What follows belongs to an exercise in optimizing a design on an open flow for small area, a short achievable clock period and few clock cycles per item; a production flow would make more cautious choices. Function was checked by simulation only, so behaviour that the tests miss may differ from the original.

==> flow/design.v (outline; a module is shown in full before it is edited, if it fits) <==
// module vm_sm: 3 lines
// module vm_smn: 3 lines
// module vm_fa: 4 lines
// module vm_ha: 4 lines
// module vm_ha1: 4 lines
// module vm_inv: 3 lines
// module vm_x: 3 lines
// module vm_xn: 3 lines
// module vm_nand: 3 lines
// module vm_nor: 3 lines
// module vm_sel: 3 lines
// module vm_sel0: 3 lines
// module vm_aoi: 3 lines
// module vm_oai: 3 lines
// module vedic_mult_pipe: 4844 lines
module vedic_mult_pipe #(
    parameter int WIDTH = 32
) (
    input  logic              clk,
    input  logic              rst_n,
    input  logic              in_valid,
    output logic              in_ready,
    input  logic [WIDTH-1:0]  in_a,
    input  logic [WIDTH-1:0]  in_b,
    input  logic              in_signed,
    output logic              out_valid,
    input  logic              out_ready,
    output logic [2*WIDTH-1:0] out_p,
    output logic              busy
);
  // ...
==> flow/flow/run.sh <==
#!/bin/bash
# The standard layout (standard.sh), with two changes to how it is made:
# ports are buffered with buf_2, and ORFS's repair_timing aims for setup slack
# well above zero (it repairs against the 11 ns clock the SDC gives).
export BUFFER_PORTS_ARGS="-buffer_cell sky130_fd_sc_hd__buf_2"
export SETUP_SLACK_MARGIN=7.4
bash standard.sh > standard.log 2>&1
==> flow/standard.sh <==
#!/bin/bash
# synth_recipe.tcl (not shown) runs the flow's synth.tcl, then flattens the netlist and writes it again
# the make line also repeats each setting of config.mk as NAME=value (left out here)
make -C /OpenROAD-flow-scripts/flow DESIGN_CONFIG=/design/flow/config.mk WORK_HOME=/design/flow/orfs CLKGATE_MAP_FILE= SYNTH_SCRIPT=/design/flow/synth_recipe.tcl "${@:-finish}"
==> flow/config.mk <==
export PLATFORM = sky130hd
export DESIGN_NAME = vedic_mult_pipe
export DESIGN_NICKNAME = vedic_mult_pipe
export VERILOG_FILES = /design/flow/design.v
export SDC_FILE = /design/flow/constraint.sdc
export NUM_CORES = 4
export LEC_CHECK = 0
export CAP_MARGIN = 20
export CORE_MARGIN = 2
export CORE_UTILIZATION = 45
export PLACE_DENSITY = 0.6
export SLEW_MARGIN = 20
export SYNTH_HIERARCHICAL = 1
==> flow/constraint.sdc <==
create_clock -name core_clock -period 11.0 [get_ports {clk}]
set_input_delay 2.2000 -clock core_clock [delete_from_list [all_inputs] [get_ports {clk}]]
set_output_delay 2.2000 -clock core_clock [all_outputs]
set_load 0.01 [all_outputs]
==> results.yml, run 1 <==
worst_setup_path:
  path_cells: "buf_12, o22ai_1, xor2_1, fa_1, fa_2, fa_2, fa_2, fa_2"
  regToRegEndpoint: "cs1[65]"
  path_class: "reg -> reg"
  crit_fanout: 34
  cp-start-kind: "register"
floorplan:
  floorplan.initialDensity_pct: 45.3
  dieArea_um2: 76700
  nWellTaps: 969
grt:
  grt_max_degree: 88
  grt_pass1_vias: 27300
  grtUsageMet3_pct: 9.75
  grt_usage_pct: 30.3
cts:
  post_cts_buffers: 21
  cts_hold_buffers: 0
  cts_buffer_depth: 3
  h-tree-depth: 2
  cts_resized: 224
drt:
  drtPass1Iterations: 6
  detail-route-antenna-nets: 0
  routedLengthMet1_um: 45300
  highest_layer: "met5"
finish:
  largest_register_ff_count: 139
  n_fill_cell: 6257
  final_util_pct: 54.9
  design.seq.count: 355
  seqCellArea_um2: 10600
  final_cells: 4075
synth:
  synth_top_family_by_area: "adder cells"
  synth-seq-area-share_pct: 31.7
placement:
  hpwlAfterDp_um: 71900
sta:
  worst-slew-pin-transition_ns: 0.936
  relSlewSlack_pct: 37.6
min_path:
  hold_depth: 1
  min_path_type: "reg -> reg"
outcome:
  status: "complete, no violations"
Testbench counts, summed over its fixed seeds: cycles 16,024, items 16,000.
==> inputs of run 2 (changes only) <==
==> flow/flow/run.sh (replaced) <==
#!/bin/bash
export BUFFER_PORTS_ARGS="-buffer_cell sky130_fd_sc_hd__buf_2"
bash standard.sh > standard.log 2>&1
==> results.yml, run 2 <==
outcome:
  status: "complete, no violations"
cts:
  post_cts_buffers: 0
  h-tree-depth: 2
  clk_pin_slew_worst_paths_ns: 0.06
  clockRootBuffer: "clkbuf_16"
  insertion_delay_ns: 0.61
  cts_buffers: 42
  cts_tree: "done"
  cts_buffer_depth: 3
  cts_hold_buffers: 0
  numClockSinks: 355
  cts_resized: 0
drt:
  avgViaCountPerCell: 6.36
  postRouteWirelength_um: 113000
  detail-route-antenna-nets: 0
  drtIter0Drc: 3168
  vias: 25600
  drtPass1Iterations: 6
  wire_per_inst_um: 28.1
  drc: 0
finish:
  largest_register_ff_count: 139
  seqCellArea_um2: 10600
  multi_input_area_um2: 22500
  n_fill_cell: 6558
  syn2layout_area_growth_pct: 12.0
  largestRegisters: "cs1: 139 flops, pk: 64 flops, po: 64 flops"
  drive_gt1_share_pct: 13.3
  layout_commonest_cell: "xor2_1"
  final_util_pct: 50.7
  mostFrequentLayoutCells: "xor2_1, o22ai_1, fa_1, edfxtp_1, nand2_1"
  final_nets: 3670
  regMostFlops: "cs1"
floorplan:
  num_rows: 100
  die_w_um: 277
  dieArea_um2: 76700
  floorplan.initialDensity_pct: 45.3
  boundaryPins: 136
  die_height_um: 277
  coreArea_um2: 74100
synth:
  synth.largest_area_cell: "edfxtp_1"
  ys_top_cells_by_count: "xor2_1, o22ai_1, fa_1, edfxtp_1, nand2_1"
  synthTopCellsByArea: "edfxtp_1, fa_1, xor2_1, o22ai_1, ha_1"
  syn-cell-area_um2: 33500
  ys_warn_count: 7
  synth_edf_count: 349
  synthCells: 2744
  synthDistinctLibCells: 23
  ys_async_sr_fraction_pct: 1.69
  ys.flop_type: "edfxtp_1"
  yosys.area.top_type_share_pct: 31.3
  ys_seq_elements: 355
  synth-seq-area-share_pct: 31.7
  yosysMostFrequentCell: "xor2_1"
  syn_avg_cell_area_um2: 12.2
grt:
  grt_overflow_total: 0
  grt_max_degree: 162
  grt_pass1_wl_um: 170000
  grt_usage_pct: 29.4
  antenna_found_initial: 6
  grt_pass1_vias: 27200
min_path:
  min_path_type: "reg -> reg"
worst_setup_path:
  path_class: "reg -> reg"
  path_cells: "buf_4, o22ai_1, xor2_1, fa_1, fa_1, fa_1, fa_1, fa_1"
  cp_slowest_cell: "fa_1"
  slowest_delay_ns: 0.66
  crit_path_end_kind: "register"
  crit_fanout: 33
  cp-start-kind: "register"
  rrSetupSlack_ns: 6.82
  required_ns: 11.27
  cp.arrival_ns: 4.46
  crit_path_frequent_cell: "fa_1"
sta:
  relSlewSlack_pct: 30.7
  setup_viol: 0
  hold_violations: 0
  fin_skew_ns: 0.0317
  post-route-min-period_ns: 4.18
  timing.fmax_mhz: 239
  finalMaxSlewViolations: 0
  period_share_pct: 38.0
  rsz0062_at_grt: "no"
  worst-slew-pin-transition_ns: 1.04
  finalSetupTns_ns: 0
placement:
  gp_congestion: 0.946
  port_buffers: 135
  hpwlAfterDp_um: 71500
job:
  drv_cap: 0
## run 2: cell counts after synthesis
No cell type changed its count.
## run 2: worst max-delay path: cells and delay by family, from the launching register on
kind | cells | cell delay, ns
adders and majority gates | 5 | 2.63
AOI/OAI and AO/OA | 1 | 0.20
xor gates and xnor gates | 1 | 0.20
buffers and inverters | 1 | 0.48
DFF | 1 | 0.33
## run 2: final timing paths
kind,startpoint,end,cells after the start
worst min register to register,v1,vo,2
worst min-delay path,v1,vo,2
max in group asynchronous,rst_n,vk,1
min in group asynchronous,rst_n,v1,1
worst max-delay path,a0n[16],cs1[44],8
worst max register to register,a0n[16],cs1[44],8
## run 2: final cells by class
class / instances / share of cell area, %
tap: 969 / 3.23
inverter: 114 / 1.16
clock buffer: 50 / 2.93
antenna: 2 / 0.0133
multi-input combinational: 2288 / 60.0
timing repair buffer: 219 / 3.51
sequential: 355 / 28.3
clock inverter: 27 / 0.889
## run 2: layer usage
layer	vias to the layer above	global-route usage [%]	part of all wire, %
li1	10600	-	-
met1	12600	38.8	39
met2	1917	45.1	44
met3	439	8.85	12
met4	6	12.9	4.7
met5	-	0	0.035
## run 2: cells by family (layout without fill, tap and decap cells)
family	Yosys count	count (layout)	synth area share, %
other cells	1	16	0.0112
simple gates	276	276	3.37
flops	355	355	31.7
mux	2	2	0.0672
fa+ha+maj	581	581	32.2
xor+xnor	622	622	16.2
buf+inv	114	410	1.28
compound gates	793	793	15.1
## run 2: Yosys stat by module (local to each module, per instance), excerpt
module	cells	flip-flops and latches	times used
vm_x	1	0	528
vm_inv	1	0	16
vm_ha1	5	0	16
vm_sm	3	0	21
vm_ha	1	0	93
vm_xn	1	0	16
vm_aoi	1	0	114
vm_sel	1	0	528
vm_nor	1	0	52
vedic_mult_pipe	464	355	1
vm_fa	1	0	472
## run 2: per-stage QoR
| stage | std cells | hold WS, ns | setup slack (ns) | cell area [µm²] |
|---|---|---|---|---|
| 2_1_floorplan | 2757 | 0.462 | 1.92 | 33600 |
| 3_3_place_gp | 3945 | 0.475 | 6.98 | 36100 |
| 3_5_place_dp | 3945 | 0.491 | 6.96 | 36100 |
| 4_1_cts | 4022 | 0.508 | 6.94 | 37600 |
| 5_1_grt | 4022 | 0.539 | 6.80 | 37600 |
| 6_report | 4024 | 0.511 | 6.82 | 37600 |
==> inputs of run 3 (changes only) <==
==> flow/run.sh (new file) <==
#!/bin/bash
# synth_recipe.tcl (not shown) runs the flow's synth.tcl, then flattens the netlist and writes it again
# the make line also repeats each setting of config.mk as NAME=value (left out here)
make -C /OpenROAD-flow-scripts/flow DESIGN_CONFIG=/design/flow/config.mk WORK_HOME=/design/flow/orfs CLKGATE_MAP_FILE= SYNTH_SCRIPT=/design/flow/synth_recipe.tcl finish
removed: flow/flow/run.sh
removed: flow/standard.sh
==> results.yml, run 3 <==
outcome:
  status: "complete, no violations"
floorplan:
  boundaryPins: 136
  dieArea_um2: 76700
  num_rows: 100
  floorplan.initialDensity_pct: 45.3
  coreArea_um2: 74100
  die_w_um: 277
  die_height_um: 277
cts:
  clk_pin_slew_worst_paths_ns: 0.06
  h-tree-depth: 2
  cts_buffers: 43
  cts_hold_buffers: 0
  cts_tree: "done"
  post_cts_buffers: 0
  cts_resized: 0
  numClockSinks: 355
  clockRootBuffer: "clkbuf_16"
  cts_buffer_depth: 3
  insertion_delay_ns: 0.61
placement:
  place_inst: 3945
  place_area_um2: 36800
  gp_congestion: 0.902
  pre_cts_ws_ns: 6.93
  hpwlAfterDp_um: 71900
  port_buffers: 135
drt:
  avgViaCountPerCell: 6.36
  drtIter0Drc: 3212
  vias: 25600
  wire_per_inst_um: 28.3
  drtPass1Iterations: 7
  postRouteWirelength_um: 114000
  drc: 0
  detail-route-antenna-nets: 0
sta:
  rsz0062_at_grt: "no"
  fin_skew_ns: 0.0436
  finalMaxSlewViolations: 0
  worst-slew-pin-transition_ns: 1.04
  setup_viol: 0
  finalSetupTns_ns: 0
  post-route-min-period_ns: 4.20
  relSlewSlack_pct: 30.4
  timing.fmax_mhz: 238
  setup_ws_ns: 6.80
  hold_violations: 0
  period_share_pct: 38.2
finish:
  design_area_um2: 38200
  multi_input_area_um2: 22500
  n_fill_cell: 6462
  largest_register_ff_count: 139
  drive_gt1_share_pct: 8.88
  largestRegisters: "cs1: 139 flops, pk: 64 flops, po: 64 flops"
  regMostFlops: "cs1"
  seqCellArea_um2: 10600
  layout_commonest_cell: "xor2_1"
  mostFrequentLayoutCells: "xor2_1, o22ai_1, fa_1, edfxtp_1, nand2_1"
  final_nets: 3671
  syn2layout_area_growth_pct: 13.9
  final_cells: 4020
  diodes: 0
synth:
  ys.flop_type: "edfxtp_1"
  syn-cell-area_um2: 33500
  yosysMostFrequentCell: "xor2_1"
  yosys.area.top_type_share_pct: 31.3
  syn_avg_cell_area_um2: 12.2
  synth_edf_count: 349
  ys_warn_count: 7
  ys_async_sr_fraction_pct: 1.69
  synthDistinctLibCells: 23
  ys_seq_elements: 355
  synthCells: 2744
  synth.largest_area_cell: "edfxtp_1"
  synthTopCellsByArea: "edfxtp_1, fa_1, xor2_1, o22ai_1, ha_1"
  ys_top_cells_by_count: "xor2_1, o22ai_1, fa_1, edfxtp_1, nand2_1"
  synth-seq-area-share_pct: 31.7
worst_setup_path:
  path_class: "reg -> reg"
  crit_path_end_kind: "register"
  cp-start-kind: "register"
  cp.arrival_ns: 4.48
  reg2reg_from: "a0n[16]"
  cp-startpoint: "a0n[16]"
  required_ns: 11.28
  crit_fanout: 33
grt:
  grt_pass1_wl_um: 171000
  grt_overflow_total: 0
  grt_usage_pct: 29.6
  grt_max_degree: 146
  grt_pass1_vias: 27200
  antenna_found_initial: 4
min_path:
  min_path_type: "reg -> reg"
  min-delay-start: "v0"
job:
  drv_cap: 0
## run 3: cell counts after synthesis
No cell type changed its count.
## run 3: worst paths after layout
kind	to	slack (ns)	depth (start not counted)
worst max-delay path	cs1[46]	6.80	8
worst min-delay path	busy_q	0.50	1
worst max register to register	cs1[46]	6.80	8
worst min register to register	busy_q	0.50	1
max in group asynchronous	vk	8.91	1
min in group asynchronous	vo	1.86	1
## run 3: cell type report
cell class	count	area share [%]
repair buffers	219	5.22
clock buffers	53	3.05
inverters	114	1.14
clock inverters	22	0.570
well taps	969	3.17
flip-flops and latches	355	27.8
multi-input cells	2288	59.0
## run 3: metal layers
metal  global-route usage [%]  vias to the layer above  part of all wire, %
met5                        0                        -                0.033
li1                         -                    10600                    -
met4                     14.0                        6                  5.1
met1                     38.7                    12600                   38
met2                     45.1                     1897                   44
met3                     8.99                      498                   12
## run 3: modules after synthesis (local to each module, per instance), excerpt
module | copies in the design | cell area, µm² | flops+latches
vm_nand | 72 | 3.75 | 0
vm_sel0 | 48 | 3.75 | 0
vedic_mult_pipe | 1 | 11200 | 355
vm_xn | 16 | 8.76 | 0
vm_smn | 42 | 17.5 | 0
vm_nor | 52 | 3.75 | 0
vm_oai | 72 | 5.00 | 0
vm_inv | 16 | 3.75 | 0
vm_sel | 528 | 6.26 | 0
vm_x | 528 | 8.76 | 0
vm_ha1 | 16 | 27.5 | 0
vm_fa | 472 | 20.0 | 0
vm_aoi | 114 | 8.76 | 0
## run 3: logic make-up (layout without fill, tap and decap cells)
logic type | count (synthesis) | after routing | share of synthesized area [%]
simple gates | 276 | 276 | 3.37
fa+ha+maj | 581 | 581 | 32.2
other cells | 1 | 14 | 0.0112
buf+inv | 114 | 408 | 1.28
compound gates | 793 | 793 | 15.1
flops | 355 | 355 | 31.7
mux | 2 | 2 | 0.0672
xor+xnor | 622 | 622 | 16.2
## run 3: critical path: stages, from the launching register on
cell and delay [ns]:
edfxtp_1 0.32, buf_4 0.49, o22ai_1 0.20, xor2_1 0.20, fa_1 0.68, fa_1 0.46, fa_1 0.40, fa_1 0.48
fa_1 0.59
## run 3: through the flow
step	hold slack, ns	util (%)
finish	0.499	51.6
global route	0.528	51.6
CTS	0.508	51.6
detailed placement	0.485	49.7
global placement	0.475	49.7
floorplan	0.462	-
==> inputs of run 4 (changes only) <==
--- a/flow/config.mk
+++ b/flow/config.mk
@@ -7,7 +7,8 @@
 export LEC_CHECK = 0
 export CAP_MARGIN = 20
 export CORE_MARGIN = 2
-export CORE_UTILIZATION = 45
-export PLACE_DENSITY = 0.6
+export CORE_UTILIZATION = 65
+export CTS_BUF_LIST = sky130_fd_sc_hd__clkbuf_8
+export PLACE_DENSITY = 0.85
 export SLEW_MARGIN = 20
 export SYNTH_HIERARCHICAL = 1
==> results.yml, run 4 <==
grt:
  grt_max_degree: 86
  grt_pass1_vias: 29000
  grt_overflow_total: 0
  grt_pass1_wl_um: 170000
  antenna_found_initial: 4
  grt_usage_pct: 43.0
sta:
  relSlewSlack_pct: 34.1
  holdWs_ns: 0.511
  setup_ws_ns: 6.83
  rsz0062_at_grt: "no"
  hold_violations: 0
  finalMaxSlewViolations: 0
  timing.fmax_mhz: 240
  finalSetupTns_ns: 0
  setup_viol: 0
  post-route-min-period_ns: 4.17
  fin_skew_ns: 0.0342
  period_share_pct: 37.9
  worst-slew-pin-transition_ns: 0.989
drt:
  postRouteWirelength_um: 113000
  avgViaCountPerCell: 7.22
  drtIter0Drc: 4245
  detail-route-antenna-nets: 0
  drc: 0
  drtPass1Iterations: 10
  vias: 27300
  wire_per_inst_um: 30.0
worst_setup_path:
  rrSetupSlack_ns: 6.83
  reg2reg_from: "a0n[14]"
  crit_fanout: 33
  rr_worst_depth: 8
  required_ns: 11.36
  cp-start-kind: "register"
  crit_path_end_kind: "register"
  regToRegEndpoint: "cs1[48]"
  path_class: "reg -> reg"
  cp.arrival_ns: 4.53
finish:
  layout_commonest_cell: "xor2_1"
  design_area_um2: 37800
  drive_gt1_share_pct: 9.51
  syn2layout_area_growth_pct: 12.7
  largestRegisters: "cs1: 139 flops, pk: 64 flops, po: 64 flops"
  largest_register_ff_count: 139
  final_cells: 3776
  final_nets: 3697
  final_util_pct: 73.8
  regMostFlops: "cs1"
  mostFrequentLayoutCells: "xor2_1, o22ai_1, fa_1, edfxtp_1, nand2_1"
synth:
  ys_async_sr_fraction_pct: 1.69
  synthCells: 2744
  yosys.area.top_type_share_pct: 31.3
  ys_seq_elements: 355
  synthTopCellsByArea: "edfxtp_1, fa_1, xor2_1, o22ai_1, ha_1"
  ys.flop_type: "edfxtp_1"
  yosysMostFrequentCell: "xor2_1"
  ys_top_cells_by_count: "xor2_1, o22ai_1, fa_1, edfxtp_1, nand2_1"
  synthDistinctLibCells: 23
  synth_edf_count: 349
  synth.largest_area_cell: "edfxtp_1"
  ys_warn_count: 7
  synth-seq-area-share_pct: 31.7
  syn-cell-area_um2: 33500
  syn_avg_cell_area_um2: 12.2
min_path:
  hold_depth: 2
  min_to: "vo"
  min-delay-start: "v1"
  min_path_type: "reg -> reg"
placement:
  place_area_um2: 36400
  hpwlAfterDp_um: 69300
  place_inst: 3659
  pre_cts_ws_ns: 7.04
  port_buffers: 135
  gp_congestion: 0.982
floorplan:
  die_height_um: 231
  coreArea_um2: 51200
  num_rows: 83
  die_w_um: 231
  boundaryPins: 136
  floorplan.initialDensity_pct: 65.5
  dieArea_um2: 53400
cts:
  cts_buffers: 66
  numClockSinks: 355
  cts_hold_buffers: 0
  clk_pin_slew_worst_paths_ns: 0.06
  clockRootBuffer: "clkbuf_8"
  cts_tree: "done"
  cts_resized: 0
  insertion_delay_ns: 0.68
  cts_buffer_depth: 3
  h-tree-depth: 3
  post_cts_buffers: 0
job:
  drv_cap: 0
outcome:
  status: "complete, no violations"
run 4: cell types whose count changed in the layout (fill, tap and decap cells not counted), sizes merged:
cell / delta
bufinv: +4
clkbuf: +13
clkinvlp: +1
inv: +10
diode: +3
clkinv: +11
buf: +3
run 4: Yosys stat by module (local to each module, per instance), a selection:
module,cells inside,times used,flops+latches
vedic_mult_pipe,464,1,355
vm_aoi,1,114,0
vm_inv,1,16,0
vm_nor,1,52,0
vm_sel,1,528,0
vm_sel0,1,48,0
vm_sm,3,21,0
vm_smn,3,42,0
vm_x,1,528,0
vm_xn,1,16,0
run 4: cell families after synthesis:
kind of cell	after synthesis	share of synthesized area, %
xor gates and xnor gates	622	16.2
muxes	2	0.0672
AOI/OAI and AO/OA	793	15.1
other	1	0.0112
adders and majority gates	581	32.2
DFF	355	31.7
and+or+nand+nor	276	3.37
buffers and inverters	114	1.28
run 4: final cells by class:
type                    instances  area, µm²
diodes                          3       7.51
clock buffers                  66        908
clock inverters                48        423
fillers                      3423      13400
inverters                     114        435
multi-input cells            2288      22500
flip-flops and latches        355      10600
well taps                     680        851
repair buffers                222       2000
run 4: worst max-delay path, stage by stage, from the launching register on:
cell,delay [ns]
edfxtp_1,0.33
buf_4,0.53
o22ai_1,0.21
xor2_1,0.20
fa_1,0.52
fa_1,0.47
fa_1,0.57
fa_1,0.46
fa_1,0.57
run 4: worst max-delay path by stage:
stage / start / to / slack (ns)
after global placement: a0n[24] / cs1[48] / 7.05
after global routing: bonen0[4] / cs1[48] / 6.83
after CTS: a0n[23] / cs1[48] / 6.99
after floorplan: vk / a0n[0] / 1.92
final: a0n[14] / cs1[48] / 6.83
after detailed placement: a0n[23] / cs1[44] / 7.04
run 4: routing by layer:
layer	routed length (µm)	part of all wire, %	global-route usage [%]
met1	38200	34	53.6
met2	48700	43	63.8
met3	18400	16	18.0
met4	7740	6.8	23.5
met5	136	0.12	1.65

## re-timing with driven ports
No port has a modelled driver above. Below, the same layouts with a new extraction and two added sets of constraints. Step 1 sets driving cells, clkbuf_16 on the clock port and buf_2 on the other inputs (assumed; they add their load-dependent delay and slew). Step 2, shift: input delay + t, output delay - t, t = (earliest + latest rising clock arrival at the registers) / 2. This alone moves slack from input paths to output paths. Three values: ideal, step 1, step 2; two values: the first two.
run	t, ns	setup WS [ns]	worst hold slack (ns)	worst setup path at the end	worst data-port slew with drivers (ns)
run 1	0.655	7.198 / 7.198 / 7.198	0.504 / 0.504 / 0.504	register to register	0.04
run 2	0.649	6.816 / 6.816 / 6.816	0.511 / 0.511 / 0.511	register to register	0.04
run 3	0.657	6.802 / 6.802 / 6.802	0.499 / 0.499 / 0.499	register to register	0.05
run 4	0.715	6.829 / 6.829 / 6.829	0.511 / 0.511 / 0.511	register to register	0.06
After both steps setup and hold are still met in every run listed.
